This is an optimization exercise on Yosys and OpenROAD, whose aim is small area and a short achievable clock period, not a production implementation. Only simulation tests tie the RTL to the original design; equivalence was not proved. No activity file was given, so power comes from the tool's default toggle rates.

[design/flow/design.v]
`default_nettype none
module vc_input_buffer #(
    parameter int FLIT_WIDTH = 64,
    parameter int DEPTH      = 16,
    parameter int NUM_VC     = 2,
    parameter int OFF_THRESH = DEPTH - 2,
    parameter int ON_THRESH  = 2,
    localparam int VC_W      = (NUM_VC > 1) ? $clog2(NUM_VC) : 1,
    localparam int CNT_W     = $clog2(DEPTH + 1)
) (
    input  logic                    clk,
    input  logic                    rst,
    input  logic [FLIT_WIDTH-1:0]   flit_in,
    input  logic                    push,
    input  logic [VC_W-1:0]         push_vc,
    input  logic                    pop,
    input  logic [VC_W-1:0]         pop_vc,
    input  logic                    err_clr,
    output logic [FLIT_WIDTH-1:0]   flit_o,
    output logic [NUM_VC-1:0]       full,
    output logic [NUM_VC-1:0]       empty,
    output logic [NUM_VC-1:0]       vc_on,
    output logic [NUM_VC*CNT_W-1:0] count,
    output logic [NUM_VC-1:0]       overflow_err,
    output logic [NUM_VC-1:0]       underflow_err
);
    localparam int PTR_W = $clog2(DEPTH);
    localparam logic [CNT_W-1:0] C_DEPTH = CNT_W'(DEPTH);
    localparam logic [CNT_W-1:0] C_OFF   = CNT_W'(OFF_THRESH);
    localparam logic [CNT_W-1:0] C_ON    = CNT_W'(ON_THRESH);
    logic [FLIT_WIDTH-1:0] w_head [NUM_VC];
    for (genvar v = 0; v < NUM_VC; v++) begin : g_vc
        logic [FLIT_WIDTH-1:0] r_mem [DEPTH];
        logic [PTR_W-1:0]      r_wr_ptr;
        logic [PTR_W-1:0]      r_rd_ptr;
        logic [CNT_W-1:0]      r_count;
        logic                  r_full;
        logic                  r_empty;
        logic                  r_vc_on;
        logic                  r_ovf;
        logic                  r_unf;
        logic                  w_push_sel;
        logic                  w_pop_sel;
        logic                  w_pop_acc;
        logic                  w_push_acc;
        logic                  w_ovf_evt;
        logic                  w_unf_evt;
        logic [CNT_W-1:0]      w_count_next;
        assign w_push_sel = push && (push_vc == VC_W'(v));
        assign w_pop_sel  = pop  && (pop_vc  == VC_W'(v));
        assign w_pop_acc  = w_pop_sel && (r_count != '0);
        assign w_push_acc = w_push_sel && ((r_count != C_DEPTH) || w_pop_acc);
        assign w_ovf_evt  = w_push_sel && !w_push_acc;
        assign w_unf_evt  = w_pop_sel && !w_pop_acc;
        assign w_count_next = r_count + CNT_W'(w_push_acc) - CNT_W'(w_pop_acc);
        always_ff @(posedge clk) begin
            if (w_push_acc) begin
                r_mem[r_wr_ptr] <= flit_in;
            end
        end
        always_ff @(posedge clk) begin
            if (rst) begin
                r_wr_ptr <= '0;
                r_rd_ptr <= '0;
                r_count  <= '0;
                r_full   <= 1'b0;
                r_empty  <= 1'b1;
                r_vc_on  <= 1'b1;
                r_ovf    <= 1'b0;
                r_unf    <= 1'b0;
            end else begin
                if (w_push_acc) begin
                    r_wr_ptr <= r_wr_ptr + PTR_W'(1);
                end
                if (w_pop_acc) begin
                    r_rd_ptr <= r_rd_ptr + PTR_W'(1);
                end
                r_count <= w_count_next;
                r_full  <= (w_count_next == C_DEPTH);
                r_empty <= (w_count_next == '0);
                if (w_count_next >= C_OFF) begin
                    r_vc_on <= 1'b0;
                end else if (w_count_next <= C_ON) begin
                    r_vc_on <= 1'b1;
                end
                if (w_ovf_evt) begin
                    r_ovf <= 1'b1;
                end else if (err_clr) begin
                    r_ovf <= 1'b0;
                end
                if (w_unf_evt) begin
                    r_unf <= 1'b1;
                end else if (err_clr) begin
                    r_unf <= 1'b0;
                end
            end
        end
        assign w_head[v]                  = r_mem[r_rd_ptr];
        assign count[v*CNT_W +: CNT_W]    = r_count;
        assign full[v]                    = r_full;
        assign empty[v]                   = r_empty;
        assign vc_on[v]                   = r_vc_on;
        assign overflow_err[v]            = r_ovf;
        assign underflow_err[v]           = r_unf;
    end
    always_comb begin
        flit_o = '0;
        for (int v = 0; v < NUM_VC; v++) begin
            if (pop_vc == VC_W'(v)) begin
                flit_o = w_head[v];
            end
        end
    end
endmodule
`default_nettype wire
[design/flow/constraint.sdc]
create_clock -name core_clock -period 4.2 [get_ports {clk}]
set_input_delay 0.8400 -clock core_clock [delete_from_list [all_inputs] [get_ports {clk}]]
set_output_delay 0.8400 -clock core_clock [all_outputs]
set_load 0.01 [all_outputs]
[design/flow/run.sh]
#!/bin/bash
# synth_recipe.tcl (not shown) runs the flow's synth.tcl, then flattens the netlist and writes it again
# the make line also repeats each setting of config.mk as NAME=value (left out here)
make -C /OpenROAD-flow-scripts/flow DESIGN_CONFIG=/design/flow/config.mk WORK_HOME=/design/flow/orfs CLKGATE_MAP_FILE= SYNTH_SCRIPT=/design/flow/synth_recipe.tcl finish
[design/flow/config.mk]
export PLATFORM = sky130hd
export DESIGN_NAME = vc_input_buffer
export DESIGN_NICKNAME = vc_input_buffer
export VERILOG_FILES = /design/flow/design.v
export SDC_FILE = /design/flow/constraint.sdc
export NUM_CORES = 4
export LEC_CHECK = 0
export CAP_MARGIN = 20
export CORE_MARGIN = 2
export CORE_UTILIZATION = 40
export SLEW_MARGIN = 20
==> flow_metrics.py, run 1 <==
metrics = {
    "outcome": {
        "status": "complete, no violations",
    },
    "timing": {
        "maxSlewViolCount": 0,
        "fin_tns_setup_ps": 0,
        "finalHoldViolCount": 0,
        "fmax_mhz": 241,
        "fin_crit_sh_pct": 98.8,
        "worstMarginPinSlew_ps": 1090,
        "skew_ps": 37.3,
        "relSlewSlack_pct": 27.4,
        "rsz0062_at_grt": "true",
        "setup_viol": 0,
        "period_needed_ps": 4150,
    },
    "clocking": {
        "cts_buffers": 207,
        "htreeDepth": 4,
        "path_clk_slew_ps": 70,
        "clock-root-buffer": "clkbuf_16",
        "clock_path_buffers": 3,
        "clock_latency_ps": 850,
        "cts_sinks": 2092,
        "cts_tree": "done",
    },
    "yosys": {
        "synth_warnings": 2,
        "ys_top_cells_by_area": "edfxtp_1, mux2i_1, a22oi_1",
        "synth_seq_area_share_pct": 76.4,
        "syn_avg_cell_area_sq_um": 17.6,
        "synth_top_area_share_pct": 75.4,
        "ys_ff_latch": 2092,
        "syn_nets": 4736,
        "synth_edf_count": 2048,
        "synth.distinct_cells": 54,
        "syn-instance-count": 4641,
        "synth_ff_type": "edfxtp_1",
        "yosys.area.top_type": "edfxtp_1",
        "async_flop_share_pct": 0,
        "syn_area_sq_um": 81600,
    },
    "placed_design": {
        "gp_congestion": 0.768,
        "portBuffers": 154,
        "dp_hpwl_um": 121000,
    },
    "critical_path": {
        "crit_path_cell_trace": "buf_16, buf_16, mux2i_1, a22oi_1, nand3_1, nand4_1, clkdlybuf4s50_1",
        "critical_path_required_ps": 3360,
        "criticalPathCategory": "flop to output pin",
        "cp-start-kind": "flop",
        "crit_buf_inv": 3,
        "cp_max_fo": 30,
        "crit_cells": 7,
        "end_kind": "output pin",
        "max_stage_delay_ps": 560,
        "path_delay_family": "buffers and inverters",
        "cpMostUsedCell": "buf_16",
        "cpMaxStageDelayCell": "clkdlybuf4s50_1",
        "r2r_cells": 12,
        "cp.arrival_ps": 3310,
    },
    "power": {
        "power_frac_comb_pct": 10.4,
        "switchingPower_mw": 11.1,
        "swShare_pct": 24.3,
        "clkPwrFrac_pct": 38.4,
        "internal_power_mw": 34.5,
        "p_leak_nw": 28.7,
        "p_seq_share_pct": 51.2,
        "cellPowerDensity_nw_per_um2": 478,
        "ir_drop_uv": 368,
    },
    "floorplanning": {
        "initial_utilization_pct": 40.3,
        "coreArea_sq_um": 203000,
        "pin_count": 155,
        "chipHeight_um": 456,
        "num_rows": 165,
        "die_w_um": 456,
        "dieArea_sq_um": 208000,
    },
    "route": {
        "vias": 45100,
        "ant_nets": 0,
        "via_per_inst": 5.75,
        "wirelength_um": 234000,
        "wire_per_inst_um": 29.9,
        "drtPass1Iterations": 5,
        "drt-initial-drc-count": 5216,
        "route.detailed.drc": 0,
    },
    "grt": {
        "grtUsageTotal_pct": 21.9,
        "grt.overflow.total": 0,
        "grt_max_degree": 69,
        "antenna_found_initial": 12,
        "grt_pass1_wl_um": 327000,
        "first_global_vias": 43700,
    },
    "cells_and_area": {
        "area_delta_synth_final_pct": 17.1,
        "mostFrequentLayoutCells": "edfxtp_1, mux2i_1, a22oi_1",
        "final_common_cell": "edfxtp_1",
        "drive_gt1_share_pct": 12.3,
        "layout.nets": 5081,
        "n_fill_cell": 16900,
        "utilization_pct": 47.2,
    },
    "worst_hold_path": {
        "min_path_cells": 1,
        "hold_class": "input port to flop",
    },
    "flow_run": {
        "maxCapViolations": 0,
    },
}
## cell type report
type | count | area, sq um | area share (%)
Sequential cell | 2092 | 62400 | 65.3
Multi-Input combinational cell | 2257 | 17800 | 18.7
Timing Repair Buffer | 406 | 5490 | 5.74
Clock buffer | 270 | 5420 | 5.67
Tap cell | 2672 | 3340 | 3.50
Clock inverter | 113 | 975 | 1.02
Inverter | 22 | 82.6 | 0.0864
Antenna cell | 4 | 10.0 | 0.0105
## Yosys cell counts (3+ instances only)
cell type / n
dfxtp_1: 44
xor2_1: 3
a21oi_1: 202
nor2b_1: 14
o21ai_0: 3
and2_1: 18
a22oi_1: 320
inv_1: 22
nor2_1: 42
buf_4: 90
nor3b_1: 3
a311oi_1: 4
and3_1: 3
mux2i_1: 1026
edfxtp_1: 2048
ha_1: 22
buf_6: 23
nand2b_1: 5
xnor2_1: 16
buf_1: 16
clkbuf_1: 59
nor3_1: 9
nand4_1: 64
nand2_1: 204
buf_2: 83
nand3_1: 262
## final timing paths
path	start	end	slack, ps
hold reg to reg	g_vc[0].r_unf	g_vc[0].r_unf	500
hold / removal	flit_in[37]	g_vc[1].r_mem[7][37]	490
setup / recovery	flop	flit_o[36]	50
setup reg to reg	g_vc[1].r_count[3]	g_vc[1].r_full	1150
## per-stage QoR
stage	hold WS, ps	std cells	instance area [sq um]	power, mW	setup WS, ps
after floorplan	444	4641	81600	26.0	-620
after global placement	478	7388	88100	28.3	140
after detailed placement	488	7388	88100	28.3	97.5
after CTS	488	7815	95400	45.9	-93.1
after global routing	499	7835	95600	47.0	-49.5
final	491	7836	95600	45.6	49.9
## power groups by stage
stage / logic [mW] / clock network, mW / registers (mW)
final: 4.73 / 17.5 / 23.4
after global routing: 4.98 / 18.6 / 23.4
after CTS: 4.69 / 17.8 / 23.4
after detailed placement: 4.49 / 0 / 23.8
after global placement: 4.46 / 0 / 23.8
after floorplan: 2.27 / 0 / 23.8
## logic make-up (layout without fill, tap and decap cells)
family	count (synthesis)	count (layout)	share of synthesized area, %
adders and majority gates	24	24	0.386
and+or+nand+nor	642	643	3.83
other	0	4	0
DFF	2092	2092	76.4
xor gates and xnor gates	19	19	0.204
muxes	1027	1027	12.6
buffers and inverters	293	811	2.10
AOI/OAI and AO/OA	544	544	4.43
## flip-flops by register name, summed over array words and instances (netlist names), named ones only
| register | flops |
|---|---|
| g_vc.r_mem | 2048 |
| g_vc.r_empty | 2 |
| g_vc.r_full | 2 |
| g_vc.r_ovf | 2 |
| g_vc.r_count | 10 |
| g_vc.r_wr_ptr | 8 |
| g_vc.r_unf | 2 |
| g_vc.r_rd_ptr | 8 |
| g_vc.r_vc_on | 2 |
## layer usage
layer,wire length [um],GRT usage (%)
met5,8,0
met4,5840,5.55
met3,17900,3.46
met2,110000,35.2
met1,100000,31.2
## what timing repair did
item                                   4_1_cts  5_1_grt
cloned                                      15        4
buffers inserted                            29       10
endpoints found under the hold margin        0        0
hold buffers                                 0        0
resized for setup                           47       24
pin swaps                                    9        3
setup endpoints to repair                   64       27
==> run 2: changes to the inputs <==
--- a/design/flow/design.v
+++ b/design/flow/design.v
@@ -26,3 +26,3 @@
 );
-    localparam int PTR_W = $clog2(DEPTH);
+    localparam int BDEPTH = DEPTH - 1;    
     localparam logic [CNT_W-1:0] C_DEPTH = CNT_W'(DEPTH);
@@ -32,5 +32,6 @@
     for (genvar v = 0; v < NUM_VC; v++) begin : g_vc
-        logic [FLIT_WIDTH-1:0] r_mem [DEPTH];
-        logic [PTR_W-1:0]      r_wr_ptr;
-        logic [PTR_W-1:0]      r_rd_ptr;
+        logic [FLIT_WIDTH-1:0] r_mem [BDEPTH];
+        logic [FLIT_WIDTH-1:0] r_head;
+        logic [BDEPTH-1:0]     r_wr_oh;    
+        logic [BDEPTH-1:0]     r_rd_oh;    
         logic [CNT_W-1:0]      r_count;
@@ -38,2 +39,3 @@
         logic                  r_empty;
+        logic                  r_one;      
         logic                  r_vc_on;
@@ -47,13 +49,35 @@
         logic                  w_unf_evt;
+        logic                  w_head_in;    
+        logic                  w_head_en;
+        logic                  w_rd_adv;
+        logic                  w_wr_adv;
         logic [CNT_W-1:0]      w_count_next;
+        logic [FLIT_WIDTH-1:0] w_buf_out;
         assign w_push_sel = push && (push_vc == VC_W'(v));
         assign w_pop_sel  = pop  && (pop_vc  == VC_W'(v));
-        assign w_pop_acc  = w_pop_sel && (r_count != '0);
-        assign w_push_acc = w_push_sel && ((r_count != C_DEPTH) || w_pop_acc);
+        assign w_pop_acc  = w_pop_sel && !r_empty;
+        assign w_push_acc = w_push_sel && (!r_full || w_pop_sel);
         assign w_ovf_evt  = w_push_sel && !w_push_acc;
-        assign w_unf_evt  = w_pop_sel && !w_pop_acc;
+        assign w_unf_evt  = w_pop_sel && r_empty;
+        assign w_head_in = w_push_acc && (r_empty || (w_pop_acc && r_one));
+        assign w_head_en = w_pop_acc || (w_push_acc && r_empty);
+        assign w_rd_adv  = w_pop_acc && !r_one;
+        assign w_wr_adv  = w_push_acc && !r_empty && !(w_pop_acc && r_one);
         assign w_count_next = r_count + CNT_W'(w_push_acc) - CNT_W'(w_pop_acc);
+        always_comb begin
+            w_buf_out = '0;
+            for (int i = 0; i < BDEPTH; i++) begin
+                w_buf_out = w_buf_out | ({FLIT_WIDTH{r_rd_oh[i]}} & r_mem[i]);
+            end
+        end
+        for (genvar i = 0; i < BDEPTH; i++) begin : g_ent
+            always_ff @(posedge clk) begin
+                if (w_push_acc && r_wr_oh[i]) begin
+                    r_mem[i] <= flit_in;
+                end
+            end
+        end
         always_ff @(posedge clk) begin
-            if (w_push_acc) begin
-                r_mem[r_wr_ptr] <= flit_in;
+            if (w_head_en) begin
+                r_head <= w_head_in ? flit_in : w_buf_out;
             end
@@ -62,4 +86,4 @@
             if (rst) begin
-                r_wr_ptr <= '0;
-                r_rd_ptr <= '0;
+                r_wr_oh  <= BDEPTH'(1);
+                r_rd_oh  <= BDEPTH'(1);
                 r_count  <= '0;
@@ -67,2 +91,3 @@
                 r_empty  <= 1'b1;
+                r_one    <= 1'b0;
                 r_vc_on  <= 1'b1;
@@ -71,7 +96,7 @@
             end else begin
-                if (w_push_acc) begin
-                    r_wr_ptr <= r_wr_ptr + PTR_W'(1);
+                if (w_wr_adv) begin
+                    r_wr_oh <= {r_wr_oh[BDEPTH-2:0], r_wr_oh[BDEPTH-1]};
                 end
-                if (w_pop_acc) begin
-                    r_rd_ptr <= r_rd_ptr + PTR_W'(1);
+                if (w_rd_adv) begin
+                    r_rd_oh <= {r_rd_oh[BDEPTH-2:0], r_rd_oh[BDEPTH-1]};
                 end
@@ -80,2 +105,3 @@
                 r_empty <= (w_count_next == '0);
+                r_one   <= (w_count_next == CNT_W'(1));
                 if (w_count_next >= C_OFF) begin
@@ -97,3 +123,3 @@
         end
-        assign w_head[v]                  = r_mem[r_rd_ptr];
+        assign w_head[v]                  = r_head;
         assign count[v*CNT_W +: CNT_W]    = r_count;
==> run 2 against run 1 <==
Net effect: critical path depth is 3 lower; synthesized cell count is 13% lower; maximum frequency is 23% higher; clock skew is 26 ps higher.
==> flow_metrics.py, run 2 <==
metrics = {
    "clocking": {
        "post_cts_resized": 0,
        "cts_buffers": 207,
        "path_clk_slew_ps": 60,
        "cts_setup_buffers": 0,
        "clock_latency_ps": 860,
        "clock-root-buffer": "clkbuf_16",
        "cts_sinks": 2130,
        "clock_path_buffers": 3,
        "htreeDepth": 4,
        "cts_tree": "done",
        "holdBufCountCts": 0,
    },
    "yosys": {
        "syn-instance-count": 4056,
        "synth_xor_area_share_pct": 0.0913,
        "async_flop_share_pct": 0,
        "synth_seq_area_share_pct": 82.3,
        "syn_avg_cell_area_sq_um": 18.9,
        "synth_edf_count": 2048,
        "ys_ff_latch": 2130,
        "synthMuxAreaShare_pct": 1.32,
        "synth-compound-area-share_pct": 11.6,
        "yosys.area.top_type": "edfxtp_1",
        "syn_nets": 4139,
        "synth_top_area_share_pct": 80.1,
        "syn_area_sq_um": 76700,
        "synth_ff_type": "edfxtp_1",
        "netlist_top_cells_count": "edfxtp_1, a22oi_1, clkbuf_1",
        "synth_warnings": 4,
        "synth_top_family_by_area": "compound AO/OA/AOI/OAI gates",
        "ys_top_cells_by_area": "edfxtp_1, a22oi_1, dfxtp_1",
        "synth.distinct_cells": 47,
        "synth_most_common_cell": "edfxtp_1",
        "synth_adder_area_share_pct": 0.215,
        "synth-simple-area-share_pct": 2.91,
    },
    "floorplanning": {
        "num_rows": 160,
        "pin_count": 155,
        "coreArea_sq_um": 190000,
        "chipHeight_um": 442,
        "initial_utilization_pct": 40.3,
        "dieArea_sq_um": 195000,
        "die_w_um": 442,
    },
    "route": {
        "drt-initial-drc-count": 6667,
        "drtPass1Iterations": 6,
        "route.detailed.drc": 0,
        "ant_nets": 0,
        "wirelength_um": 235000,
        "wire_per_inst_um": 33.6,
        "vias": 43900,
        "via_per_inst": 6.27,
    },
    "grt": {
        "first_global_vias": 43000,
        "grt_max_degree": 73,
        "antenna_found_initial": 17,
        "grt_pass1_wl_um": 329000,
        "grtUsageTotal_pct": 23.5,
        "grt.overflow.total": 0,
    },
    "timing": {
        "worstMarginPinSlew_ps": 1150,
        "finalHoldViolCount": 0,
        "setup_viol": 0,
        "fin_tns_setup_ps": 0,
        "maxSlewViolCount": 0,
        "rsz0062_at_grt": "false",
        "fmax_mhz": 296,
        "period_needed_ps": 3380,
        "relSlewSlack_pct": 23.3,
        "skew_ps": 63.6,
        "fin_crit_sh_pct": 80.5,
    },
    "placed_design": {
        "gp_congestion": 0.792,
        "portBuffers": 154,
        "placed_cells": 6609,
        "dp_hpwl_um": 128000,
    },
    "critical_path": {
        "crit_path_cell_trace": "buf_4, buf_12, mux2_2, clkdlybuf4s50_1",
        "cp-start-kind": "input port",
        "cpMaxStageDelayCell": "clkdlybuf4s50_1",
        "crit_buf_inv": 3,
        "max_stage_delay_ps": 570,
        "cp_max_fo": 66,
        "path_delay_family": "buffers and inverters",
        "end_kind": "output pin",
        "critical_path_required_ps": 3360,
        "cp.arrival_ps": 2540,
        "criticalPathCategory": "input port to output pin",
    },
    "cells_and_area": {
        "final_common_cell": "edfxtp_1",
        "n_fill_cell": 15700,
        "mostFrequentLayoutCells": "edfxtp_1, a22oi_1, clkbuf_16",
        "layout.nets": 4391,
        "regMostFlops": "g_vc.r_mem",
        "area_delta_synth_final_pct": 16.2,
        "largest_reg_flops": 1920,
        "drive_gt1_share_pct": 13.3,
        "final_cells": 7005,
        "reg.largest.list": "g_vc.r_mem x1920, g_vc.r_head x128",
    },
    "worst_hold_path": {
        "hold_class": "input port to flop",
    },
    "power": {
        "ir_drop_uv": 442,
        "cellPowerDensity_nw_per_um2": 519,
        "p_leak_nw": 27.5,
        "finalPower_mw": 46.3,
    },
    "flow_run": {
        "maxCapViolations": 0,
    },
    "outcome": {
        "status": "complete, no violations",
    },
}
[run 2: changes by cell type after synthesis, sizes merged, moves of 63 or more]
cell	before	now
a221oi	0	126
nand4	64	128
mux2	1	64
a22oi	320	518
a222oi	0	128
a21oi	202	39
clkbuf	59	204
a22o	0	126
buf	212	75
nand2	204	66
mux2i	1026	29
o22a	0	126
nand3	262	133
[run 2: cell families (layout without fill, tap and decap cells)]
logic type,after synthesis,after routing
compound gates,1093,1093
xor+xnor,8,8
fa+ha+maj,12,12
buf+inv,295,726
flops,2130,2130
mux,93,93
other cells,0,7
simple gates,425,425
[run 2: stage by stage]
step / hold slack [ps] / util (%) / cell area [sq um] / setup slack [ps]
finish: 386 / 46.8 / 89200 / 819
global route: 377 / 46.8 / 89200 / 793
CTS: 329 / 46.9 / 89200 / 801
global placement: 475 / 43.4 / 82700 / 339
floorplan: 455 / - / 76700 / 392
detailed placement: 488 / 43.4 / 82700 / 283
[run 2: worst reg2reg max path: stages (launching register included)]
cell and delay [ps]:
dfxtp_1 360, a21boi_0 360, nor2_1 140, inv_1 80, ha_1 220, inv_1 60, ha_1 210, fa_1 510
a21bo_2 220, a211oi_1 170, a311oi_1 90, o31ai_1 280
[run 2: path summary, 6_finish.rpt]
kind	to	slack [ps]	start	depth (start not counted)
setup / recovery	flit_o[13]	820	pop_vc[0]	4
hold / removal	g_vc[1].r_unf	390	pop_vc[0]	3
hold reg to reg	g_vc[0].r_ovf	500	g_vc[0].r_ovf	2
setup reg to reg	g_vc[1].r_vc_on	1410	g_vc[1].r_full	11
[run 2: layout make-up]
| type | instances | area [sq um] | area share, % |
|---|---|---|---|
| timing repair buffer | 322 | 3580 | 4.01 |
| clock buffer | 258 | 5390 | 6.05 |
| clock inverter | 130 | 1170 | 1.31 |
| multi-input combinational | 1631 | 12600 | 14.1 |
| antenna | 7 | 17.5 | 0.0196 |
| tap | 2511 | 3140 | 3.52 |
| inverter | 16 | 60.1 | 0.0673 |
| sequential | 2130 | 63300 | 70.9 |
[run 2: power by group]
part,switching [mW],total [mW],internal (mW)
clock network,8.03,18.0,9.96
logic,2.37,3.86,1.49
registers,0.412,24.4,24.0
total,10.8,46.3,35.4
[run 2: routing by layer]
metal  vias to the layer above  wire [um]  track usage (%)
met5                         -         36                0
met4                         6       5390             6.49
met3                       335      24000             4.73
met2                      2688     112000             37.4
met1                     23100      93900             33.1
li1                      17800          -                -
==> run 3: changes to the inputs <==
--- a/design/flow/design.v
+++ b/design/flow/design.v
@@ -65,3 +65,39 @@
         assign w_wr_adv  = w_push_acc && !r_empty && !(w_pop_acc && r_one);
-        assign w_count_next = r_count + CNT_W'(w_push_acc) - CNT_W'(w_pop_acc);
+        logic              w_inc;
+        logic              w_dec;
+        logic [CNT_W-1:0]  w_cnt_up;
+        logic [CNT_W-1:0]  w_cnt_dn;
+        logic              w_full_next;
+        logic              w_empty_next;
+        logic              w_one_next;
+        logic              w_off_next;
+        logic              w_on_next;
+        assign w_inc    = w_push_acc && !w_pop_acc;
+        assign w_dec    = w_pop_acc && !w_push_acc;
+        assign w_cnt_up = r_count + CNT_W'(1);
+        assign w_cnt_dn = r_count - CNT_W'(1);
+        always_comb begin
+            if (w_inc) begin
+                w_count_next = w_cnt_up;
+                w_full_next  = (w_cnt_up == C_DEPTH);
+                w_empty_next = 1'b0;
+                w_one_next   = r_empty;
+                w_off_next   = (w_cnt_up >= C_OFF);
+                w_on_next    = (w_cnt_up <= C_ON);
+            end else if (w_dec) begin
+                w_count_next = w_cnt_dn;
+                w_full_next  = 1'b0;
+                w_empty_next = r_one;
+                w_one_next   = (w_cnt_dn == CNT_W'(1));
+                w_off_next   = (w_cnt_dn >= C_OFF);
+                w_on_next    = (w_cnt_dn <= C_ON);
+            end else begin
+                w_count_next = r_count;
+                w_full_next  = r_full;
+                w_empty_next = r_empty;
+                w_one_next   = r_one;
+                w_off_next   = (r_count >= C_OFF);
+                w_on_next    = (r_count <= C_ON);
+            end
+        end
         always_comb begin
@@ -103,8 +139,8 @@
                 r_count <= w_count_next;
-                r_full  <= (w_count_next == C_DEPTH);
-                r_empty <= (w_count_next == '0);
-                r_one   <= (w_count_next == CNT_W'(1));
-                if (w_count_next >= C_OFF) begin
+                r_full  <= w_full_next;
+                r_empty <= w_empty_next;
+                r_one   <= w_one_next;
+                if (w_off_next) begin
                     r_vc_on <= 1'b0;
-                end else if (w_count_next <= C_ON) begin
+                end else if (w_on_next) begin
                     r_vc_on <= 1'b1;
--- a/design/flow/config.mk
+++ b/design/flow/config.mk
@@ -9,3 +9,6 @@
 export CORE_MARGIN = 2
-export CORE_UTILIZATION = 40
+export CORE_UTILIZATION = 55
+export CTS_BUF_LIST = sky130_fd_sc_hd__clkbuf_8
+export CTS_CLUSTER_SIZE = 20
+export SETUP_SLACK_MARGIN = 1.6
 export SLEW_MARGIN = 20
==> run 3 against run 2 <==
Net effect: sequential cell count stayed put; critical path depth is 2 lower; hold slack worse by 43 ps; final cell count is 4.8% lower; critical endpoint is now flit_o[31]; largest cell class unchanged.
==> flow_metrics.py, run 3 <==
metrics = {
    "timing": {
        "setup_viol": 0,
        "fmax_mhz": 341,
        "relSlewSlack_pct": 20.4,
        "worstMarginPinSlew_ps": 1190,
        "finalHoldViolCount": 0,
        "rsz0062_at_grt": "true",
        "holdWs_ps": 343,
        "maxSlewViolCount": 0,
        "fin_crit_sh_pct": 69.8,
        "period_needed_ps": 2930,
        "skew_ps": 41.1,
        "fin_tns_setup_ps": 0,
    },
    "flow_run": {
        "maxCapViolations": 0,
    },
    "placed_design": {
        "dp_hpwl_um": 124000,
        "portBuffers": 154,
        "gp_congestion": 0.814,
    },
    "yosys": {
        "syn_avg_cell_area_sq_um": 18.5,
        "async_flop_share_pct": 0,
        "syn_area_sq_um": 77200,
        "synth_warnings": 4,
        "synth_ff_type": "edfxtp_1",
        "synth_top_area_share_pct": 79.7,
        "syn-instance-count": 4179,
        "synth.distinct_cells": 47,
        "syn_nets": 4264,
        "synth_most_common_cell": "edfxtp_1",
        "ys_top_cells_by_area": "edfxtp_1, a22oi_1, dfxtp_1",
        "synth_edf_count": 2048,
        "synth_seq_area_share_pct": 81.8,
        "ys_ff_latch": 2130,
        "yosys.area.top_type": "edfxtp_1",
        "netlist_top_cells_count": "edfxtp_1, a22oi_1, clkbuf_1",
    },
    "clocking": {
        "cts_tree": "done",
        "clock_latency_ps": 1030,
        "path_clk_slew_ps": 60,
        "htreeDepth": 5,
        "clock_path_buffers": 4,
        "holdBufCountCts": 0,
        "cts_sinks": 2130,
        "cts_buffers": 349,
        "clock-root-buffer": "clkbuf_8",
    },
    "power": {
        "cellPowerDensity_nw_per_um2": 469,
        "ir_drop_uv": 325,
        "internal_power_mw": 32.2,
        "switchingPower_mw": 9.10,
        "p_leak_nw": 28.2,
        "p_seq_share_pct": 57.4,
        "power_frac_comb_pct": 3.9,
        "swShare_pct": 22.0,
        "clkPwrFrac_pct": 38.7,
    },
    "outcome": {
        "status": "complete, no violations",
    },
    "floorplanning": {
        "coreArea_sq_um": 139000,
        "initial_utilization_pct": 55.4,
        "die_w_um": 379,
        "pin_count": 155,
        "num_rows": 137,
        "dieArea_sq_um": 143000,
        "chipHeight_um": 379,
    },
    "route": {
        "wire_per_inst_um": 36.1,
        "ant_nets": 0,
        "route.detailed.drc": 0,
        "via_per_inst": 6.91,
        "drtPass1Iterations": 9,
        "vias": 46100,
        "wirelength_um": 241000,
        "drt-initial-drc-count": 7314,
    },
    "cells_and_area": {
        "layout.nets": 4614,
        "final_common_cell": "edfxtp_1",
        "mostFrequentLayoutCells": "edfxtp_1, a22oi_1, clkbuf_8",
        "drive_gt1_share_pct": 16.4,
        "largest_reg_flops": 1920,
        "regMostFlops": "g_vc.r_mem",
        "reg.largest.list": "g_vc.r_mem x1920, g_vc.r_head x128",
        "utilization_pct": 63.2,
        "area_delta_synth_final_pct": 14.2,
    },
    "critical_path": {
        "timing.rr.end": "g_vc[1].r_head[18]",
        "critPathLaunch": "g_vc[0].r_head[31]",
        "critical_path_required_ps": 3360,
        "end_kind": "output pin",
        "r2r-start": "g_vc[1].r_rd_oh[10]",
        "cp.arrival_ps": 2090,
        "criticalPathCategory": "flop to output pin",
        "cp_max_fo": 1,
        "cp-start-kind": "flop",
        "r2r_cells": 5,
        "rrSetupSlack_ps": 1810,
        "critPathCapture": "flit_o[31]",
    },
    "worst_hold_path": {
        "hold_class": "input port to flop",
    },
    "grt": {
        "grt.overflow.total": 0,
        "antenna_found_initial": 13,
        "grt_max_degree": 65,
        "first_global_vias": 44800,
        "grtUsageTotal_pct": 33.7,
        "grt_pass1_wl_um": 336000,
    },
}
run 3: final cells by class:
| cell class | count | area [sq um] |
|---|---|---|
| flip-flops and latches | 2130 | 63300 |
| fillers | 9958 | 51200 |
| multi-input cells | 1742 | 13100 |
| clock buffers | 363 | 5000 |
| repair buffers | 291 | 3250 |
| well taps | 1876 | 2350 |
| clock inverters | 242 | 1030 |
| inverters | 15 | 56.3 |
| diodes | 9 | 22.5 |
run 3: per-stage QoR:
step | worst slack [ps] | cells | total power, mW | area (sq um)
floorplan | 1530 | 4179 | 24.7 | 77200
global placement | 525 | 6047 | 25.7 | 81800
detailed placement | 475 | 6047 | 25.7 | 81800
CTS | 1190 | 6657 | 41.5 | 88200
global route | 1180 | 6665 | 42.6 | 88100
finish | 1270 | 6668 | 41.3 | 88100
run 3: timing repair:
| item | 4_1_cts | 5_1_grt |
|---|---|---|
| cloned | 1 | 0 |
| endpoints found under the setup margin | 84 | 71 |
| resized for setup | 459 | 8 |
| setup buffers | 4 | 2 |
| pin swaps | 0 | 0 |
| hold endpoints to repair | 0 | 0 |
run 3: kinds of logic (layout without fill, tap and decap cells):
group	after synthesis	after routing	synth area share, %
AOI/OAI and AO/OA	1142	1142	11.9
DFF	2130	2130	81.8
xor gates and xnor gates	13	13	0.148
muxes	66	66	0.960
and+or+nand+nor	507	507	3.33
other	0	9	0
buffers and inverters	307	911	1.62
adders and majority gates	14	14	0.227
run 3: worst min-delay path by stage:
stage                   from                    to  slack, ps  cells past startpoint
2_1_floorplan  g_vc[1].r_ovf         g_vc[1].r_ovf        440                      2
3_3_place_gp   g_vc[1].r_ovf         g_vc[1].r_ovf        450                      2
3_5_place_dp   g_vc[1].r_ovf         g_vc[1].r_ovf        450                      2
4_1_cts          flit_in[16]  g_vc[1].r_mem[9][16]        300                      1
5_1_grt          flit_in[25]  g_vc[1].r_mem[9][25]        300                      1
6_report         flit_in[25]  g_vc[1].r_mem[9][25]        340                      1
run 3: power groups by stage:
stage | registers (mW) | logic (mW) | clock network, mW
final | 23.7 | 1.61 | 16.0
after global routing | 23.7 | 1.72 | 17.1
after CTS | 23.7 | 1.60 | 16.2
after detailed placement | 24.2 | 1.51 | 0
after global placement | 24.2 | 1.48 | 0
after floorplan | 24.0 | 0.704 | 0
run 3: per-layer routing:
| layer | vias to the layer above | part of all wire [%] | global-route usage (%) |
|---|---|---|---|
| li1 | 18400 | - | - |
| met1 | 24100 | 39 | 49.4 |
| met2 | 3173 | 46 | 51.1 |
| met3 | 406 | 12 | 7.58 |
| met4 | 8 | 2.7 | 9.85 |
| met5 | - | 0.026 | 0 |
run 3: worst max-delay path, stage by stage, from the launching register on:
cell and delay, ps:
edfxtp_1 600, mux2_4 360, buf_6 120
==> run 4: changes to the inputs <==
--- a/design/flow/config.mk
+++ b/design/flow/config.mk
@@ -10,4 +10,4 @@
 export CORE_UTILIZATION = 55
-export CTS_BUF_LIST = sky130_fd_sc_hd__clkbuf_8
-export CTS_CLUSTER_SIZE = 20
+export CTS_BUF_LIST = sky130_fd_sc_hd__clkbuf_4
+export CTS_CLUSTER_SIZE = 12
 export SETUP_SLACK_MARGIN = 1.6
==> run 4 against run 3 <==
Net effect: critical path depth unchanged; setup slack worse by 290 ps; die area unchanged; largest power group unchanged; highest routed layer unchanged; synthesized area unchanged; clock skew up 31 ps; register-to-register slack worse by 50 ps; power up 3.0%; maximum frequency down 9.1%; critical path type unchanged; still clean on timing, DRC and antenna; count of clock-buffer cells in the layout up 414; non-clock buffer count up 14.
==> flow_metrics.py, run 4 <==
metrics = {
    "cells_and_area": {
        "regMostFlops": "g_vc.r_mem",
        "largest_reg_flops": 1920,
        "mostFrequentLayoutCells": "edfxtp_1, clkbuf_4, a22oi_1",
        "reg.largest.list": "g_vc.r_mem x1920, g_vc.r_head x128",
        "layout.nets": 4838,
        "final_cells": 6963,
        "final_cell_area_sq_um": 88800,
        "final_common_cell": "edfxtp_1",
        "utilization_pct": 63.7,
        "n_fill_cell": 10100,
        "drive_gt1_share_pct": 24.4,
        "area_delta_synth_final_pct": 15.1,
    },
    "worst_hold_path": {
        "hold-path-endpoint": "g_vc[1].r_mem[2][48]",
        "hold_class": "input port to flop",
        "min_from": "flit_in[48]",
        "min_path_cells": 1,
    },
    "power": {
        "cellPowerDensity_nw_per_um2": 479,
        "swShare_pct": 21.6,
        "internal_power_mw": 33.3,
        "power_frac_comb_pct": 3.9,
        "clkPwrFrac_pct": 40.4,
        "p_seq_share_pct": 55.7,
        "finalPower_mw": 42.5,
        "switchingPower_mw": 9.20,
        "p_leak_nw": 28.7,
        "ir_drop_uv": 295,
    },
    "critical_path": {
        "cp.arrival_ps": 2380,
        "critical_path_required_ps": 3360,
        "r2r_cells": 6,
        "max_stage_delay_ps": 620,
        "cp-start-kind": "flop",
        "timing.rr.end": "g_vc[0].r_head[8]",
        "cpMaxStageDelayCell": "edfxtp_1",
        "crit_buf_inv": 1,
        "path_delay_family": "flip-flops",
        "end_kind": "output pin",
        "r2r-start": "g_vc[0].r_empty",
        "crit_path_cell_trace": "mux2_4, buf_6",
        "criticalPathCategory": "flop to output pin",
        "cp_max_fo": 1,
        "critPathLaunch": "g_vc[1].r_head[62]",
        "rrSetupSlack_ps": 1760,
    },
    "timing": {
        "relSlewSlack_pct": 19.0,
        "skew_ps": 71.6,
        "period_needed_ps": 3220,
        "worstMarginPinSlew_ps": 1210,
        "maxSlewViolCount": 0,
        "fin_crit_sh_pct": 76.8,
        "holdWs_ps": 70.3,
        "fin_tns_setup_ps": 0,
        "finalHoldViolCount": 0,
        "setup_viol": 0,
        "setup_slack_ps": 976,
        "rsz0062_at_grt": "true",
        "fmax_mhz": 310,
    },
    "clocking": {
        "htreeDepth": 6,
        "clock_latency_ps": 1310,
        "path_clk_slew_ps": 60,
        "cts_sinks": 2130,
        "cts_buffers": 559,
        "cts_tree": "done",
        "clock_path_buffers": 4,
        "clock-root-buffer": "clkbuf_4",
    },
    "grt": {
        "grt_pass1_wl_um": 338000,
        "grtUsageTotal_pct": 33.8,
        "grt.overflow.total": 0,
        "antenna_found_initial": 12,
        "grt_max_degree": 65,
        "first_global_vias": 46700,
    },
    "placed_design": {
        "dp_hpwl_um": 124000,
        "gp_congestion": 0.814,
        "place_ws_ps": 475,
        "placed_cells": 6047,
        "placed_area_sq_um": 81800,
        "portBuffers": 154,
    },
    "floorplanning": {
        "chipHeight_um": 379,
        "initial_utilization_pct": 55.4,
        "coreArea_sq_um": 139000,
        "pin_count": 155,
        "dieArea_sq_um": 143000,
        "num_rows": 137,
        "die_w_um": 379,
    },
    "yosys": {
        "ys_top_cells_by_area": "edfxtp_1, a22oi_1, dfxtp_1",
        "netlist_top_cells_count": "edfxtp_1, a22oi_1, clkbuf_1",
        "synth_edf_count": 2048,
        "synth_ff_type": "edfxtp_1",
        "syn_nets": 4264,
        "yosys.area.top_type": "edfxtp_1",
        "synth_most_common_cell": "edfxtp_1",
        "synth.distinct_cells": 47,
        "syn_area_sq_um": 77200,
        "synth_seq_area_share_pct": 81.8,
        "synth_top_area_share_pct": 79.7,
        "ys_ff_latch": 2130,
        "syn_avg_cell_area_sq_um": 18.5,
        "syn-instance-count": 4179,
        "synth_warnings": 4,
        "async_flop_share_pct": 0,
    },
    "route": {
        "drtPass1Iterations": 8,
        "wirelength_um": 242000,
        "ant_nets": 0,
        "vias": 47400,
        "drt-initial-drc-count": 7191,
        "wire_per_inst_um": 34.7,
        "via_per_inst": 6.81,
        "route.detailed.drc": 0,
    },
    "flow_run": {
        "maxCapViolations": 0,
    },
    "outcome": {
        "status": "complete, no violations",
    },
}
## run 4: cell counts after synthesis
No cell type changed its count.
## run 4: power by group through the flow
| stage | sequential, mW | clock [mW] | combinational [mW] |
|---|---|---|---|
| after global placement | 24.2 | 0 | 1.48 |
| after CTS | 23.7 | 17.5 | 1.64 |
| after global routing | 23.7 | 18.6 | 1.77 |
| final | 23.7 | 17.2 | 1.65 |
| after detailed placement | 24.2 | 0 | 1.51 |
| after floorplan | 24.0 | 0 | 0.704 |
## run 4: cell families (layout without fill, tap and decap cells)
logic type,after synthesis,after routing,synth area share (%)
DFF,2130,2130,81.8
AOI/OAI and AO/OA,1142,1142,11.9
and+or+nand+nor,507,507,3.33
buffers and inverters,307,1203,1.62
muxes,66,66,0.960
adders and majority gates,14,14,0.227
xor gates and xnor gates,13,13,0.148
other,0,12,0
## run 4: worst reg2reg max path: stages, from the launching register on
cell      delay [ps]
dfxtp_4          340
buf_4            150
a21oi_1          260
nand2b_4         640
buf_12           380
nand4_1          180
o22a_1           190
## run 4: what timing repair did
item,4_1_cts,5_1_grt
setup endpoints to repair,84,84
setup buffers,18,0
hold buffers,3,0
gates resized for setup,530,5
hold endpoints to repair,19,0
## run 4: final cells by class
type | instances | area [sq um] | area share (%)
diodes | 12 | 30.0 | 0.0338
clock buffers | 777 | 5830 | 6.57
clock inverters | 106 | 749 | 0.844
inverters | 15 | 56.3 | 0.0634
multi-input cells | 1742 | 13100 | 14.8
flip-flops and latches | 2130 | 63300 | 71.3
well taps | 1876 | 2350 | 2.64
repair buffers | 305 | 3360 | 3.78
## run 4: worst max-delay path by stage
| stage | end | slack [ps] | depth (start not counted) |
|---|---|---|---|
| 2_1_floorplan | g_vc[0].r_count[3] | 1530 | 10 |
| 3_3_place_gp | flit_o[8] | 530 | 4 |
| 3_5_place_dp | flit_o[7] | 480 | 4 |
| 4_1_cts | flit_o[62] | 860 | 2 |
| 5_1_grt | flit_o[62] | 850 | 2 |
| 6_report | flit_o[62] | 980 | 2 |
## run 4: routing by layer
layer  global-route usage [%]  part of all wire (%)
met1                     48.6                    39
met4                     10.4                   2.5
met5                        0                 0.017
met2                     51.3                    46
met3                     8.57                    13
==> run 5: changes to the inputs <==
--- a/design/flow/design.v
+++ b/design/flow/design.v
@@ -109,12 +109,26 @@
         for (genvar i = 0; i < BDEPTH; i++) begin : g_ent
+            logic                  w_we;
+            logic [FLIT_WIDTH-1:0] w_d;
+            assign w_we = w_push_acc && r_wr_oh[i];
+            for (genvar k = 0; k < FLIT_WIDTH; k = k + 4) begin : g_hold
+                vc_input_buffer_hold #(.W(4)) u_hold (
+                    .we(w_we), .we_n(!w_we), .d(flit_in[k +: 4]),
+                    .q(r_mem[i][k +: 4]), .y(w_d[k +: 4])
+                );
+            end
             always_ff @(posedge clk) begin
-                if (w_push_acc && r_wr_oh[i]) begin
-                    r_mem[i] <= flit_in;
-                end
-            end
+                r_mem[i] <= w_d;
+            end
+        end
+        logic [FLIT_WIDTH-1:0] w_head_d;
+        logic [FLIT_WIDTH-1:0] w_head_new;
+        assign w_head_new = w_head_in ? flit_in : w_buf_out;
+        for (genvar k = 0; k < FLIT_WIDTH; k = k + 4) begin : g_hhold
+            vc_input_buffer_hold #(.W(4)) u_hold (
+                .we(w_head_en), .we_n(!w_head_en), .d(w_head_new[k +: 4]),
+                .q(r_head[k +: 4]), .y(w_head_d[k +: 4])
+            );
         end
         always_ff @(posedge clk) begin
-            if (w_head_en) begin
-                r_head <= w_head_in ? flit_in : w_buf_out;
-            end
+            r_head <= w_head_d;
         end
@@ -176,2 +190,13 @@
 endmodule
+module vc_input_buffer_hold #(
+    parameter int W = 64
+) (
+    input  logic         we,
+    input  logic         we_n,
+    input  logic [W-1:0] d,
+    input  logic [W-1:0] q,
+    output logic [W-1:0] y
+);
+    assign y = ({W{we}} & d) | ({W{we_n}} & q);
+endmodule
 `default_nettype wire
--- a/design/flow/config.mk
+++ b/design/flow/config.mk
@@ -10,5 +10,5 @@
 export CORE_UTILIZATION = 55
-export CTS_BUF_LIST = sky130_fd_sc_hd__clkbuf_4
-export CTS_CLUSTER_SIZE = 12
-export SETUP_SLACK_MARGIN = 1.6
+export CTS_CLUSTER_SIZE = 24
+export SETUP_SLACK_MARGIN = 1.8
 export SLEW_MARGIN = 20
+export SYNTH_HIERARCHICAL = 1
==> run 5 against run 4 <==
Net effect: still clean; sequential cell count did not move; final area increased by 0.48%; maximum frequency up 20%; synthesized cell count up 50%; global-route usage grew 11 points; setup slack better by 530 ps; critical path depth increased by 4; critical path type is now input port to output pin.
==> flow_metrics.py, run 5 <==
metrics = {
    "timing": {
        "worstMarginPinSlew_ps": 1190,
        "setup_viol": 0,
        "relSlewSlack_pct": 20.6,
        "holdWs_ps": 381,
        "fmax_mhz": 372,
        "maxSlewViolCount": 0,
        "skew_ps": 26.4,
        "period_needed_ps": 2690,
        "rsz0062_at_grt": "true",
        "fin_crit_sh_pct": 64.0,
        "fin_tns_setup_ps": 0,
        "finalHoldViolCount": 0,
    },
    "outcome": {
        "status": "complete, no violations",
    },
    "yosys": {
        "netlist_top_cells_count": "a22o_1, dfxtp_1, a22oi_1",
        "synth_most_common_cell": "a22o_1",
        "syn_nets": 6342,
        "synth_top_family_by_area": "compound AO/OA/AOI/OAI gates",
        "ys_ff_latch": 2130,
        "synth_seq_area_share_pct": 57.1,
        "syn-instance-count": 6257,
        "synth_edf_count": 0,
        "async_flop_share_pct": 0,
        "synth-simple-area-share_pct": 3.32,
        "synth_adder_area_share_pct": 0.235,
        "yosys.area.top_type": "dfxtp_1",
        "synthMuxAreaShare_pct": 0.992,
        "synth.distinct_cells": 44,
        "synth_warnings": 13,
        "synth_xor_area_share_pct": 0.153,
        "syn_area_sq_um": 74600,
        "synth_top_area_share_pct": 57.1,
        "ys_top_cells_by_area": "dfxtp_1, a22o_1, a22oi_1",
        "synth_ff_type": "dfxtp_1",
        "synth-compound-area-share_pct": 36.3,
        "syn_avg_cell_area_sq_um": 11.9,
    },
    "route": {
        "ant_nets": 0,
        "route.detailed.drc": 0,
        "via_per_inst": 7.72,
        "wire_per_inst_um": 37.6,
        "vias": 66800,
        "drtPass1Iterations": 10,
        "wirelength_um": 325000,
        "drt-initial-drc-count": 10200,
    },
    "grt": {
        "grtUsageTotal_pct": 45.1,
        "antenna_found_initial": 1,
        "grt_pass1_wl_um": 459000,
        "first_global_vias": 63600,
        "grt.overflow.total": 0,
        "grt_max_degree": 65,
    },
    "critical_path": {
        "cp_max_fo": 8,
        "end_kind": "output pin",
        "critical_path_required_ps": 3360,
        "crit_path_cell_trace": "buf_16, buf_6, buf_12, buf_16, mux2_4, buf_6",
        "rrSetupSlack_ps": 1730,
        "cpMaxStageDelayCell": "mux2_4",
        "cp-start-kind": "input port",
        "criticalPathCategory": "input port to output pin",
        "timing.rr.end": "g_vc[0].r_head[51]",
        "max_stage_delay_ps": 300,
        "cp.arrival_ps": 1850,
        "r2r-start": "g_vc[0].r_rd_oh[10]",
        "r2r_cells": 6,
    },
    "cells_and_area": {
        "area_delta_synth_final_pct": 19.6,
        "utilization_pct": 66.0,
        "final_common_cell": "a22o_1",
        "largest_reg_flops": 1920,
        "drive_gt1_share_pct": 14.9,
        "reg.largest.list": "g_vc.r_mem x1920, g_vc.r_head x128",
        "mostFrequentLayoutCells": "a22o_1, dfxtp_1, a22oi_1",
        "n_fill_cell": 10300,
        "layout.nets": 6767,
        "regMostFlops": "g_vc.r_mem",
    },
    "clocking": {
        "clock_latency_ps": 840,
        "path_clk_slew_ps": 60,
        "cts_buffers": 208,
        "clock-root-buffer": "clkbuf_16",
        "cts_sinks": 2130,
        "clock_path_buffers": 3,
        "htreeDepth": 4,
        "cts_tree": "done",
        "holdBufCountCts": 0,
    },
    "worst_hold_path": {
        "min_from": "pop_vc[0]",
        "min_path_cells": 3,
        "hold_class": "input port to flop",
        "hold-path-endpoint": "g_vc[1].r_unf",
    },
    "power": {
        "ir_drop_uv": 400,
        "cellPowerDensity_nw_per_um2": 504,
        "p_leak_nw": 34.9,
    },
    "floorplanning": {
        "pin_count": 155,
        "num_rows": 135,
        "die_w_um": 372,
        "dieArea_sq_um": 139000,
        "chipHeight_um": 372,
        "initial_utilization_pct": 55.2,
        "coreArea_sq_um": 135000,
    },
    "flow_run": {
        "maxCapViolations": 0,
    },
    "placed_design": {
        "gp_congestion": 0.889,
        "portBuffers": 154,
        "dp_hpwl_um": 173000,
    },
}
==> run 5: final cells by class <==
class	instances	area, sq um	share of cell area (%)
timing repair buffer	503	5440	6.09
antenna	1	2.50	0.00280
tap	1781	2230	2.50
inverter	47	265	0.297
sequential	2130	42900	48.1
clock inverter	87	877	0.983
multi-input combinational	3792	31300	35.1
clock buffer	306	6170	6.91
==> run 5: timing repair <==
| item | CTS | global route |
|---|---|---|
| pin swaps | 2 | 1 |
| resized for setup | 473 | 133 |
| setup endpoints to repair | 1638 | 522 |
| buffers inserted | 47 | 19 |
| gates cloned | 13 | 1 |
==> run 5: worst max-delay path: cells and delay by family <==
family / cells / cell delay [ps]
buffers and inverters: 5 / 670
multiplexers: 1 / 300
==> run 5: logic make-up after synthesis <==
group,after synthesis
multiplexers,66
flip-flops,2130
AO/OA/AOI/OAI,3192
adder cells (fa/ha/maj),14
AND/OR/NAND/NOR,503
buffers and inverters,339
XOR/XNOR,13
==> run 5: through the flow <==
| stage | worst slack (ps) | std cells | instance area, sq um | power, mW |
|---|---|---|---|---|
| final | 1510 | 8647 | 89200 | 45.0 |
| after global routing | 1510 | 8646 | 89200 | 46.0 |
| after CTS | 1450 | 8626 | 88800 | 44.7 |
| after detailed placement | 531 | 8173 | 80500 | 25.6 |
| after global placement | 544 | 8173 | 80500 | 25.6 |
| after floorplan | 646 | 6257 | 75000 | 23.7 |
==> run 5: report_power, final <==
group          internal [mW]  switching (mW)  total, mW
Combinational           1.81            1.94       3.75
Clock                   11.0            8.31       19.3
Sequential              21.1           0.811       22.0
Total                   33.9            11.1       45.0
==> run 5: worst max-delay path by stage <==
stage / startpoint / to
floorplan: push / g_vc[0].r_head[10]
CTS: pop_vc[0] / flit_o[10]
detailed placement: pop / g_vc[1].r_head[12]
global placement: pop / g_vc[1].r_head[20]
finish: pop_vc[0] / flit_o[16]
global route: pop_vc[0] / flit_o[8]
==> run 5: routing by layer <==
layer  share of wire [%]  vias to the layer above  global-route usage (%)
met4                 6.6                        4                    25.4
met5               0.016                        -                   0.175
met3                  14                     1184                    13.3
met2                  41                     5557                    64.2
met1                  38                    33100                    61.0
li1                    -                    26900                       -
==> run 6: changes to the inputs <==
--- a/design/flow/config.mk
+++ b/design/flow/config.mk
@@ -10,3 +10,2 @@
 export CORE_UTILIZATION = 55
-export CTS_CLUSTER_SIZE = 24
 export SETUP_SLACK_MARGIN = 1.8
==> run 6 against run 5 <==
Net effect: largest cell class unchanged; register-to-register slack improved by 70 ps; sequential share of layout area about the same; final cell count about the same; highest routed layer unchanged; critical endpoint unchanged.
==> flow_metrics.py, run 6 <==
metrics = {
    "outcome": {
        "status": "complete, no violations",
    },
    "route": {
        "route.detailed.drc": 0,
        "wire_per_inst_um": 37.6,
        "ant_nets": 0,
        "via_per_inst": 7.72,
        "vias": 66900,
        "drt-initial-drc-count": 10400,
        "wirelength_um": 325000,
        "drtPass1Iterations": 7,
    },
    "power": {
        "cellPowerDensity_nw_per_um2": 504,
        "p_leak_nw": 34.9,
        "ir_drop_uv": 399,
    },
    "floorplanning": {
        "coreArea_sq_um": 135000,
        "dieArea_sq_um": 139000,
        "pin_count": 155,
        "chipHeight_um": 372,
        "num_rows": 135,
        "die_w_um": 372,
        "initial_utilization_pct": 55.2,
    },
    "cells_and_area": {
        "layout.nets": 6776,
        "drive_gt1_share_pct": 14.9,
        "final_cells": 8655,
        "area_delta_synth_final_pct": 19.6,
        "largest_reg_flops": 1920,
        "reg.largest.list": "g_vc.r_mem x1920, g_vc.r_head x128",
        "regMostFlops": "g_vc.r_mem",
        "final_common_cell": "a22o_1",
        "mostFrequentLayoutCells": "a22o_1, dfxtp_1, a22oi_1",
    },
    "timing": {
        "maxSlewViolCount": 0,
        "setup_viol": 0,
        "worstMarginPinSlew_ps": 1180,
        "period_needed_ps": 2690,
        "relSlewSlack_pct": 21.1,
        "skew_ps": 25.7,
        "fin_crit_sh_pct": 64.1,
        "fmax_mhz": 371,
        "rsz0062_at_grt": "true",
        "fin_tns_setup_ps": 0,
        "finalHoldViolCount": 0,
    },
    "placed_design": {
        "gp_congestion": 0.889,
        "placed_cells": 8173,
        "dp_hpwl_um": 173000,
        "portBuffers": 154,
    },
    "clocking": {
        "clock_latency_ps": 840,
        "cts_buffers": 208,
        "htreeDepth": 4,
        "path_clk_slew_ps": 60,
        "cts_sinks": 2130,
        "clock_path_buffers": 3,
        "clock-root-buffer": "clkbuf_16",
        "holdBufCountCts": 0,
        "cts_tree": "done",
    },
    "critical_path": {
        "rrSetupSlack_ps": 1800,
        "cp.arrival_ps": 1850,
        "cpMaxStageDelayCell": "mux2_4",
        "max_stage_delay_ps": 300,
        "end_kind": "output pin",
        "criticalPathCategory": "input port to output pin",
        "path_delay_family": "buffers and inverters",
        "cp_max_fo": 8,
        "crit_buf_inv": 5,
        "cp-start-kind": "input port",
        "critical_path_required_ps": 3360,
        "crit_path_cell_trace": "buf_16, buf_6, buf_12, buf_16, mux2_4, buf_6",
    },
    "flow_run": {
        "maxCapViolations": 0,
    },
    "yosys": {
        "synth_most_common_cell": "a22o_1",
        "netlist_top_cells_count": "a22o_1, dfxtp_1, a22oi_1",
        "synth_seq_area_share_pct": 57.1,
        "synth_ff_type": "dfxtp_1",
        "syn_area_sq_um": 74600,
        "synth.distinct_cells": 44,
        "syn-instance-count": 6257,
        "yosys.area.top_type": "dfxtp_1",
        "syn_avg_cell_area_sq_um": 11.9,
        "synth_edf_count": 0,
        "syn_nets": 6342,
        "async_flop_share_pct": 0,
        "ys_ff_latch": 2130,
        "synth_warnings": 13,
        "synth_top_area_share_pct": 57.1,
        "ys_top_cells_by_area": "dfxtp_1, a22o_1, a22oi_1",
    },
    "grt": {
        "antenna_found_initial": 2,
        "grt.overflow.total": 0,
        "grt.busiest_layer": "met2",
        "grtUsageTotal_pct": 45.1,
        "grt_pass1_wl_um": 459000,
        "use_met1_pct": 61.1,
        "met3_usage_pct": 13.2,
        "grt_use_met2_pct": 64.2,
        "first_global_vias": 63600,
        "grt_max_degree": 65,
    },
    "worst_hold_path": {
        "hold_class": "input port to flop",
    },
}
## run 6: cell counts after synthesis
Identical to the previous run, type by type.
## run 6: path summary, 6_finish.rpt
kind	from	cells after the start	end
setup / recovery	pop_vc[0]	6	flit_o[16]
hold / removal	pop_vc[0]	3	g_vc[1].r_unf
setup reg to reg	g_vc[0].r_rd_oh[10]	6	g_vc[0].r_head[51]
hold reg to reg	g_vc[0].r_mem[5][21]	1	g_vc[0].r_mem[5][21]
## run 6: cell families (layout without fill, tap and decap cells)
family | count (synthesis) | count (layout) | share of synthesized area, %
compound gates | 3192 | 3192 | 36.3
fa+ha+maj | 14 | 14 | 0.235
xor+xnor | 13 | 13 | 0.153
flops | 2130 | 2130 | 57.1
simple gates | 503 | 507 | 3.32
buf+inv | 339 | 951 | 1.82
other cells | 0 | 1 | 0
mux | 66 | 66 | 0.992
## run 6: layer usage
| layer | up-vias | wire length, um |
|---|---|---|
| met3 | 1205 | 45700 |
| met1 | 33100 | 125000 |
| met4 | 2 | 21800 |
| met5 | - | 16 |
| met2 | 5664 | 133000 |
| li1 | 26900 | - |
## run 6: worst min-delay path: cells and delay by family
| kind | cells | cell delay [ps] |
|---|---|---|
| AO/OA/AOI/OAI | 1 | 110 |
| buffers and inverters | 1 | 140 |
| AND/OR/NAND/NOR | 1 | 70 |
## run 6: where the power goes
part	internal, mW	switching [mW]
clock network	10.9	8.32
registers	21.1	0.805
logic	1.82	1.96
## run 6: final cells by class
type	instances	area (sq um)
diodes	1	2.50
well taps	1781	2230
multi-input cells	3792	31300
fillers	10300	45900
inverters	47	265
clock inverters	88	886
flip-flops and latches	2130	42900
repair buffers	512	5510
clock buffers	304	6110
## run 6: through the flow
stage | total power, mW | setup slack [ps] | util, % | hold slack (ps) | area, sq um
global route | 45.9 | 1510 | 66.0 | 389 | 89200
finish | 45.0 | 1510 | 66.0 | 378 | 89200
CTS | 44.6 | 1450 | 65.7 | 346 | 88800
detailed placement | 25.6 | 531 | 59.5 | 450 | 80500
floorplan | 23.7 | 646 | - | 433 | 75000
global placement | 25.6 | 544 | 59.5 | 448 | 80500
## run 6: what timing repair did
action / in CTS / in global routing
resized for setup: 476 / 130
gates cloned: 13 / 1
endpoints found under the setup margin: 1637 / 516
pin swaps: 2 / 1
setup buffers: 47 / 28
==> run 7: changes to the inputs <==
--- a/design/flow/design.v
+++ b/design/flow/design.v
@@ -33,3 +33,3 @@
         logic [FLIT_WIDTH-1:0] r_mem [BDEPTH];
-        logic [FLIT_WIDTH-1:0] r_head;
+        logic [FLIT_WIDTH-1:0] r_head_n;   
         logic [BDEPTH-1:0]     r_wr_oh;    
@@ -124,3 +124,3 @@
         logic [FLIT_WIDTH-1:0] w_head_new;
-        assign w_head_new = w_head_in ? flit_in : w_buf_out;
+        assign w_head_new = ~(w_head_in ? flit_in : w_buf_out);
         for (genvar k = 0; k < FLIT_WIDTH; k = k + 4) begin : g_hhold
@@ -128,3 +128,3 @@
                 .we(w_head_en), .we_n(!w_head_en), .d(w_head_new[k +: 4]),
-                .q(r_head[k +: 4]), .y(w_head_d[k +: 4])
+                .q(r_head_n[k +: 4]), .y(w_head_d[k +: 4])
             );
@@ -132,3 +132,3 @@
         always_ff @(posedge clk) begin
-            r_head <= w_head_d;
+            r_head_n <= w_head_d;
         end
@@ -173,3 +173,3 @@
         end
-        assign w_head[v]                  = r_head;
+        assign w_head[v]                  = r_head_n;
         assign count[v*CNT_W +: CNT_W]    = r_count;
@@ -182,6 +182,6 @@
     always_comb begin
-        flit_o = '0;
+        flit_o = '1;
         for (int v = 0; v < NUM_VC; v++) begin
             if (pop_vc == VC_W'(v)) begin
-                flit_o = w_head[v];
+                flit_o = ~w_head[v];
             end
--- a/design/flow/config.mk
+++ b/design/flow/config.mk
@@ -9,4 +9,4 @@
 export CORE_MARGIN = 2
-export CORE_UTILIZATION = 55
-export SETUP_SLACK_MARGIN = 1.8
+export CORE_UTILIZATION = 65
+export SETUP_SLACK_MARGIN = 1.9
 export SLEW_MARGIN = 20
==> run 7 against run 6 <==
Net effect: via count increased by 2.1%; hold slack improved by 91 ps; still clean; largest cell class unchanged; synthesized area decreased by 0.40%.
==> flow_metrics.py, run 7 <==
metrics = {
    "critical_path": {
        "cp_max_fo": 7,
        "cpMaxStageDelayCell": "mux2i_2",
        "r2r-start": "g_vc[0].r_rd_oh[4]",
        "crit_path_cell_trace": "buf_16, buf_16, buf_16, mux2i_2, buf_4, buf_6",
        "cpMostUsedCell": "buf_16",
        "cp.arrival_ps": 1930,
        "rrSetupSlack_ps": 1850,
        "critPathLaunch": "pop_vc[0]",
        "critical_path_required_ps": 3360,
        "criticalPathCategory": "input port to output pin",
        "cp-start-kind": "input port",
        "r2r_cells": 5,
        "end_kind": "output pin",
        "timing.rr.end": "g_vc[0].r_head_n[11]",
        "max_stage_delay_ps": 260,
        "critPathCapture": "flit_o[3]",
    },
    "grt": {
        "grtUsageTotal_pct": 50.9,
        "grt_max_degree": 83,
        "first_global_vias": 65000,
        "antenna_found_initial": 12,
        "grt.overflow.total": 0,
        "grt_pass1_wl_um": 444000,
    },
    "power": {
        "swShare_pct": 24.2,
        "power_frac_comb_pct": 8.1,
        "clkPwrFrac_pct": 42.7,
        "p_seq_share_pct": 49.2,
        "cellPowerDensity_nw_per_um2": 505,
        "switchingPower_mw": 10.8,
        "internal_power_mw": 33.8,
        "p_leak_nw": 34.5,
        "ir_drop_uv": 467,
    },
    "clocking": {
        "holdBufCountCts": 0,
        "clock-root-buffer": "clkbuf_16",
        "cts_tree": "done",
        "cts_buffers": 202,
        "clock_path_buffers": 3,
        "htreeDepth": 4,
        "path_clk_slew_ps": 60,
        "clock_latency_ps": 850,
        "cts_sinks": 2130,
    },
    "route": {
        "wire_per_inst_um": 37.8,
        "vias": 68300,
        "ant_nets": 0,
        "via_per_inst": 8.21,
        "wirelength_um": 314000,
        "route.detailed.drc": 0,
        "drt-initial-drc-count": 12200,
        "drtPass1Iterations": 7,
    },
    "floorplanning": {
        "initial_utilization_pct": 65.3,
        "coreArea_sq_um": 114000,
        "pin_count": 155,
        "num_rows": 124,
        "dieArea_sq_um": 117000,
        "chipHeight_um": 342,
        "die_w_um": 342,
    },
    "yosys": {
        "syn_area_sq_um": 74300,
        "yosys.area.top_type": "dfxtp_1",
        "synth_edf_count": 0,
        "synth_top_area_share_pct": 57.4,
        "async_flop_share_pct": 0,
        "synth.distinct_cells": 59,
        "ys_top_cells_by_area": "dfxtp_1, a22o_1, a22oi_1",
        "syn-instance-count": 6241,
        "ys_ff_latch": 2130,
        "syn_avg_cell_area_sq_um": 11.9,
        "synth_warnings": 13,
        "synth_ff_type": "dfxtp_1",
        "syn_nets": 6326,
        "synth_most_common_cell": "a22o_1",
        "synth_seq_area_share_pct": 57.4,
        "netlist_top_cells_count": "a22o_1, dfxtp_1, a22oi_1",
    },
    "timing": {
        "period_needed_ps": 2770,
        "skew_ps": 33.7,
        "worstMarginPinSlew_ps": 1200,
        "finalHoldViolCount": 0,
        "rsz0062_at_grt": "true",
        "setup_slack_ps": 1430,
        "setup_viol": 0,
        "relSlewSlack_pct": 19.9,
        "fmax_mhz": 361,
        "fin_tns_setup_ps": 0,
        "fin_crit_sh_pct": 66.0,
        "maxSlewViolCount": 0,
    },
    "placed_design": {
        "gp_congestion": 0.877,
        "place_ws_ps": 505,
        "dp_hpwl_um": 159000,
        "portBuffers": 154,
    },
    "cells_and_area": {
        "reg.largest.list": "g_vc.r_mem x1920, g_vc.r_head_n x128",
        "regMostFlops": "g_vc.r_mem",
        "ff_latch_area_sq_um": 42800,
        "layout.nets": 6712,
        "final_common_cell": "a22o_1",
        "mostFrequentLayoutCells": "a22o_1, dfxtp_1, a22oi_1",
        "drive_gt1_share_pct": 13.4,
        "area_delta_synth_final_pct": 18.7,
        "multi_input_area_sq_um": 31100,
        "largest_reg_flops": 1920,
        "n_fill_cell": 7442,
    },
    "flow_run": {
        "maxCapViolations": 0,
    },
    "outcome": {
        "status": "complete, no violations",
    },
    "worst_hold_path": {
        "min_from": "g_vc[0].r_mem[11][52]",
        "hold_class": "flop to flop",
    },
}
## run 7: cell count changes in the layout (fill, tap and decap cells not counted), moves of 16 or more
cell and delta:
o22a_1 -125, o22ai_1 +124, mux2_4 -62, dfxtp_1 +52, buf_6 -44, mux2i_4 +39
nand2_1 -34, mux2i_1 +30, dfxtp_2 -29, dfxtp_4 -23, buf_2 +21, a21oi_1 -20
buf_4 -17, clkinvlp_4 -16
## run 7: worst min path at each step
stage                     slack, ps               endpoint  depth (start not counted)
after floorplan                 440          g_vc[1].r_ovf                          2
after global placement          450          g_vc[1].r_ovf                          2
after detailed placement        450   g_vc[0].r_mem[8][60]                          1
after CTS                       470          g_vc[1].r_ovf                          2
after global routing            480   g_vc[0].r_mem[8][49]                          1
final                           470  g_vc[0].r_mem[11][52]                          1
## run 7: power groups by stage
stage	sequential, mW	clock [mW]	combinational, mW
5_1_grt	22.0	19.7	3.73
3_3_place_gp	22.2	0	3.11
2_1_floorplan	21.9	0	1.73
4_1_cts	21.9	18.9	3.37
6_report	21.9	19.1	3.61
3_5_place_dp	22.2	0	3.18
## run 7: cells by family after synthesis
kind of cell / after synthesis / share of synthesized area, %
compound gates: 3177 / 36.0
xor+xnor: 13 / 0.153
fa+ha+maj: 14 / 0.236
buf+inv: 340 / 1.88
flops: 2130 / 57.4
mux: 81 / 1.09
simple gates: 486 / 3.33
## run 7: routing by layer
layer | GRT usage [%] | share of wire (%)
met1 | 66.2 | 35
met2 | 73.0 | 41
met3 | 17.1 | 17
met4 | 31.4 | 7.8
met5 | 0.449 | 0.064
## run 7: worst max-delay path, delay by kind of cell
family / cells / cell delay (ps)
buf+inv: 5 / 800
mux: 1 / 260
## run 7: what timing repair did
item | 4_1_cts | 5_1_grt
pin swaps | 1 | 1
gates cloned | 5 | 2
setup buffers | 38 | 21
endpoints found under the setup margin | 1768 | 779
resized for setup | 526 | 55
## run 7: per-stage QoR
step | std cells | cell area, sq um | hold slack, ps | utilization, % | power (mW)
CTS | 8292 | 87800 | 468 | 77.1 | 44.2
detailed placement | 7869 | 79800 | 453 | 70.0 | 25.4
finish | 8317 | 88200 | 469 | 77.5 | 44.6
floorplan | 6241 | 74400 | 437 | - | 23.6
global placement | 7869 | 79800 | 448 | 70.0 | 25.3
global route | 8315 | 88200 | 477 | 77.5 | 45.4
## run 7: final cells by class
class / instances / area share [%]
diodes: 2 / 0.00567
clock buffers: 310 / 6.94
clock inverters: 70 / 0.909
inverters: 45 / 0.272
multi-input cells: 3771 / 35.3
flip-flops and latches: 2130 / 48.5
well taps: 1512 / 2.14
repair buffers: 477 / 5.93

what the ideal ports hide:
Ports are ideal in the flow. The routed layouts listed here were re-timed in OpenROAD. Step 1, drivers: a clkbuf_16 drives clk and a buf_2 each remaining input, both assumed. Step 2 also shifts input and output timing later by t, the mid clock arrival at the registers, as if the neighbouring blocks saw the same clock. Slacks: no drivers / after step 1 / after step 2; pairs: no drivers / after step 1.
run | t (ns) | setup WS [ns] | clock arrival spread, ns
run 1 | 0.935 | 0.050 / -0.041 / 0.161 | 0.053 / 0.053
run 2 | 0.918 | 0.819 / 0.796 / 0.280 | 0.075 / 0.076
run 3 | 1.091 | 1.268 / 1.185 / 0.684 | 0.049 / 0.049
run 4 | 1.355 | 0.976 / 0.897 / 0.665 | 0.078 / 0.078
run 5 | 0.913 | 1.510 / 1.214 / 0.939 | 0.027 / 0.027
run 6 | 0.915 | 1.507 / 1.216 / 0.916 | 0.026 / 0.025
run 7 | 0.910 | 1.427 / 1.342 / 0.853 | 0.034 / 0.034
After both steps every run listed still meets setup and hold. The setup slack of run 6, which loses most, moves by -0.291 ns with the drivers and by -0.591 ns with both steps.
